Source: an optimization exercise on an open RTL-to-GDS flow (aim: small area, a short achievable clock period and few clock cycles per item). Production flows keep margins and buffers that such runs may drop.

==> flow/design.v (excerpt) <==
module polyline_length_accumulator_core (
    input  logic        i_clk,
    input  logic        i_rst_n,
    input  logic        i_in_valid,
    output logic        o_in_stall,
    input  logic [15:0] i_in_x,
    input  logic [15:0] i_in_y,
    input  logic        i_in_last,
    output logic        o_out_valid,
    input  logic        i_out_stall,
    output logic [31:0] o_out_length,
    output logic [15:0] o_out_count
);
Size in the first run: about 4,100 cells after synthesis, roughly 670 flip-flops, about 87 I/O pins, roughly 37,000 sq um of cells after synthesis.
==> module pla_ctrl, before the edit <==
module pla_ctrl #(
    parameter int M = 4
) (
    input  logic        i_clk,
    input  logic        i_rst_n,
    input  logic        i_in_valid,
    input  logic        i_in_last,
    output logic        o_in_stall,
    output logic        o_xfer,
    input  logic [16:0] i_root,
    input  logic        i_seg,
    input  logic        i_last,
    output logic        o_out_valid,
    input  logic        i_out_stall,
    output logic [31:0] o_out_length,
    output logic [15:0] o_out_count
);
    localparam int QN = (M > 1) ? M - 1 : 1;
    localparam int PW = (QN > 1) ? $clog2(QN) : 1;
    logic [M-1:0]  r_pend;      
    logic [16:0]   r_lo;
    logic          r_c;
    logic [14:0]   r_hi;
    logic          r_sat;
    logic [15:0]   r_cnt;
    logic          r_clr, r_ld;
    logic [15:0]   hi_inc;
    logic          ovf;
    logic [16:0]   base_lo;
    logic [17:0]   add_lo;
    logic [15:0]   base_cnt;
    logic          inc, pop, push;
    logic [47:0]   res;
    logic [47:0]   r_out;        
    logic          r_ov;
    logic [47:0]   r_q [QN];     
    logic [PW-1:0] r_rd, r_wr;
    logic [QN-1:0] r_qv;         
    logic          free, take, direct, push_q;
    logic [M-1:0]  pend_up, pend_dn;
    logic [QN-1:0] qv_up, qv_dn;
    assign o_xfer = i_in_valid && !r_pend[M-1];
    assign inc    = o_xfer && i_in_last;
    assign pop    = r_ov && !i_out_stall;
    assign free   = !r_ov || pop;
    assign take   = free && r_qv[0];
    assign direct = free && !r_qv[0] && push;
    assign push_q = push && !direct;
    assign pend_up = {r_pend[M-2:0], 1'b1};
    assign pend_dn = {1'b0, r_pend[M-1:1]};
    assign qv_up   = (QN > 1) ? {r_qv[QN-2:0], 1'b1} : 1'b1;
    assign qv_dn   = (QN > 1) ? {1'b0, r_qv[QN-1:1]} : 1'b0;
    assign hi_inc   = {1'b0, r_hi} + 16'(r_c);
    assign ovf      = r_sat || hi_inc[15];
    assign base_lo  = r_clr ? 17'd0 : r_lo;
    assign add_lo   = {1'b0, base_lo} + {1'b0, i_seg ? i_root : 17'd0};
    assign base_cnt = r_clr ? 16'd0 : r_cnt;
    assign push = r_ld;
    assign res  = {ovf ? 32'hFFFF_FFFF : {hi_inc[14:0], r_lo}, r_cnt};
    always_ff @(posedge i_clk) begin
        if (!i_rst_n) begin
            r_pend <= '0;
            r_ld   <= 1'b0;
            r_clr  <= 1'b1;
            r_ov   <= 1'b0;
            r_qv   <= '0;
            r_rd   <= '0;
            r_wr   <= '0;
        end else begin
            r_pend <= pop ? (inc ? r_pend : pend_dn) : (inc ? pend_up : r_pend);
            r_qv   <= take ? (push_q ? r_qv : qv_dn) : (push_q ? qv_up : r_qv);
            if (free) r_ov <= take || push;
            if (take) r_rd <= (r_rd == PW'(QN - 1)) ? '0 : r_rd + PW'(1);
            if (push_q) r_wr <= (r_wr == PW'(QN - 1)) ? '0 : r_wr + PW'(1);
            r_ld  <= i_last;
            r_clr <= i_last;
        end
        r_lo  <= add_lo[16:0];
        r_c   <= add_lo[17];
        r_hi  <= r_clr ? 15'd0 : hi_inc[14:0];
        r_sat <= r_clr ? 1'b0 : ovf;
        r_cnt <= base_cnt + 16'(i_seg && base_cnt != 16'hFFFF);
        if (free) r_out <= r_qv[0] ? r_q[r_rd] : res;
        if (push) r_q[r_wr] <= res;
    end
    assign o_in_stall   = r_pend[M-1];
    assign o_out_valid  = r_ov;
    assign o_out_length = r_out[47:16];
    assign o_out_count  = r_out[15:0];
endmodule
==> flow/config.mk <==
export PLATFORM = sky130hd
export DESIGN_NAME = polyline_length_accumulator_core
export DESIGN_NICKNAME = polyline_length_accumulator_core
export VERILOG_FILES = /design/flow/design.v
export SDC_FILE = /design/flow/constraint.sdc
export NUM_CORES = 4
export LEC_CHECK = 0
export ABC_AREA = 1
export CAP_MARGIN = 20
export CORE_MARGIN = 2
export CORE_UTILIZATION = 40
export CTS_BUF_LIST = sky130_fd_sc_hd__clkbuf_16
export CTS_CLUSTER_DIAMETER = 80
export CTS_CLUSTER_SIZE = 30
export SLEW_MARGIN = 20
==> flow/constraint.sdc <==
create_clock -name core_clock -period 10.0 [get_ports {i_clk}]
set_input_delay 2.0000 -clock core_clock [delete_from_list [all_inputs] [get_ports {i_clk}]]
set_output_delay 2.0000 -clock core_clock [all_outputs]
set_load 0.01 [all_outputs]
standard.sh (not shown) runs the stock make flow with config.mk's settings and CLKGATE_MAP_FILE= SYNTH_SCRIPT=/design/flow/synth_recipe.tcl, a recipe that flattens the netlist after the stock synthesis.
==> flow/flow/run.sh <==
#!/bin/bash
# the standard layout (the standard.sh: unchanged synthesis, floorplan,
# placement, clock tree, routing) with two changes to how it is made:
# - every input and output port still gets its buffer, but a plain buf_2
#   instead of the delay-cell buffer that buffer_ports picks by itself
# - timing repair aims at a shorter period than the clock's: setup repair
#   keeps going until each path has the margin below, instead of stopping
#   once the 10 ns clock is met
bash standard.sh SETUP_SLACK_MARGIN=6.5 TNS_END_PERCENT=100 \
    "BUFFER_PORTS_ARGS=-buffer_cell sky130_fd_sc_hd__buf_2" finish > standard.log 2>&1
Rerun with:
--- a/flow/design.v
+++ b/flow/design.v
@@ -36,13 +36,13 @@
     logic [47:0]   r_q [QN];     
     logic [PW-1:0] r_rd, r_wr;
     logic [QN-1:0] r_qv;         
     logic          free, take, direct, push_q;
     logic [M-1:0]  pend_up, pend_dn;
     logic [QN-1:0] qv_up, qv_dn;
-    assign o_xfer = i_in_valid && !r_pend[M-1];
+    assign o_xfer = i_in_valid && !r_pend[M-1] && i_rst_n;
     assign inc    = o_xfer && i_in_last;
     assign pop    = r_ov && !i_out_stall;
     assign free   = !r_ov || pop;
     assign take   = free && r_qv[0];
     assign direct = free && !r_qv[0] && push;
     assign push_q = push && !direct;
Outcome:
- final area increases by 0.34%
- global-route usage drops by 0.76 points
- wire length drops by 3.2%
- die area came out higher by 1.2%
- first-iteration DRC count is higher by 8.9%
- setup slack improves by 0.045 ns
- critical path depth went down by 15
- clock skew rises by 0.016 ns
- flip-flop and latch count does not change
- area after synthesis goes up by 1.3%
- fmax went up by 1.3%
Function was not checked in any run of this note: the RTL went through the layout flow alone.

[afterwards: timing with drivers on the ports]
No port has a modelled driver above. Below, the same layouts with a new extraction and two added sets of constraints.
Step 1: set_driving_cell puts a clkbuf_16 on i_clk and a buf_2 on each other input, an assumption about the parent block.
Step 2 moves the port delays by t, midway between the first and last clock arrival at a register: inputs arrive t later, outputs are due t later. That takes back most of the time a late clock gives input paths.
Slacks: no drivers / after step 1 / after step 2; pairs: no drivers / after step 1.
run	shift t [ns]	slack for setup (ns)	worst setup path after step 2	worst register clock-pin slew, ns	pins driven straight from the clock port
the first run	0.663	6.547 / 6.547 / 6.243	input to register	0.11 / 0.11	1
the second run	0.654	6.592 / 6.603 / 5.981	input to register	0.11 / 0.11	1
After both steps every run listed still meets setup and hold. The setup slack of the second run, which loses most, moves by +0.011 ns with the drivers and by -0.611 ns with both steps.
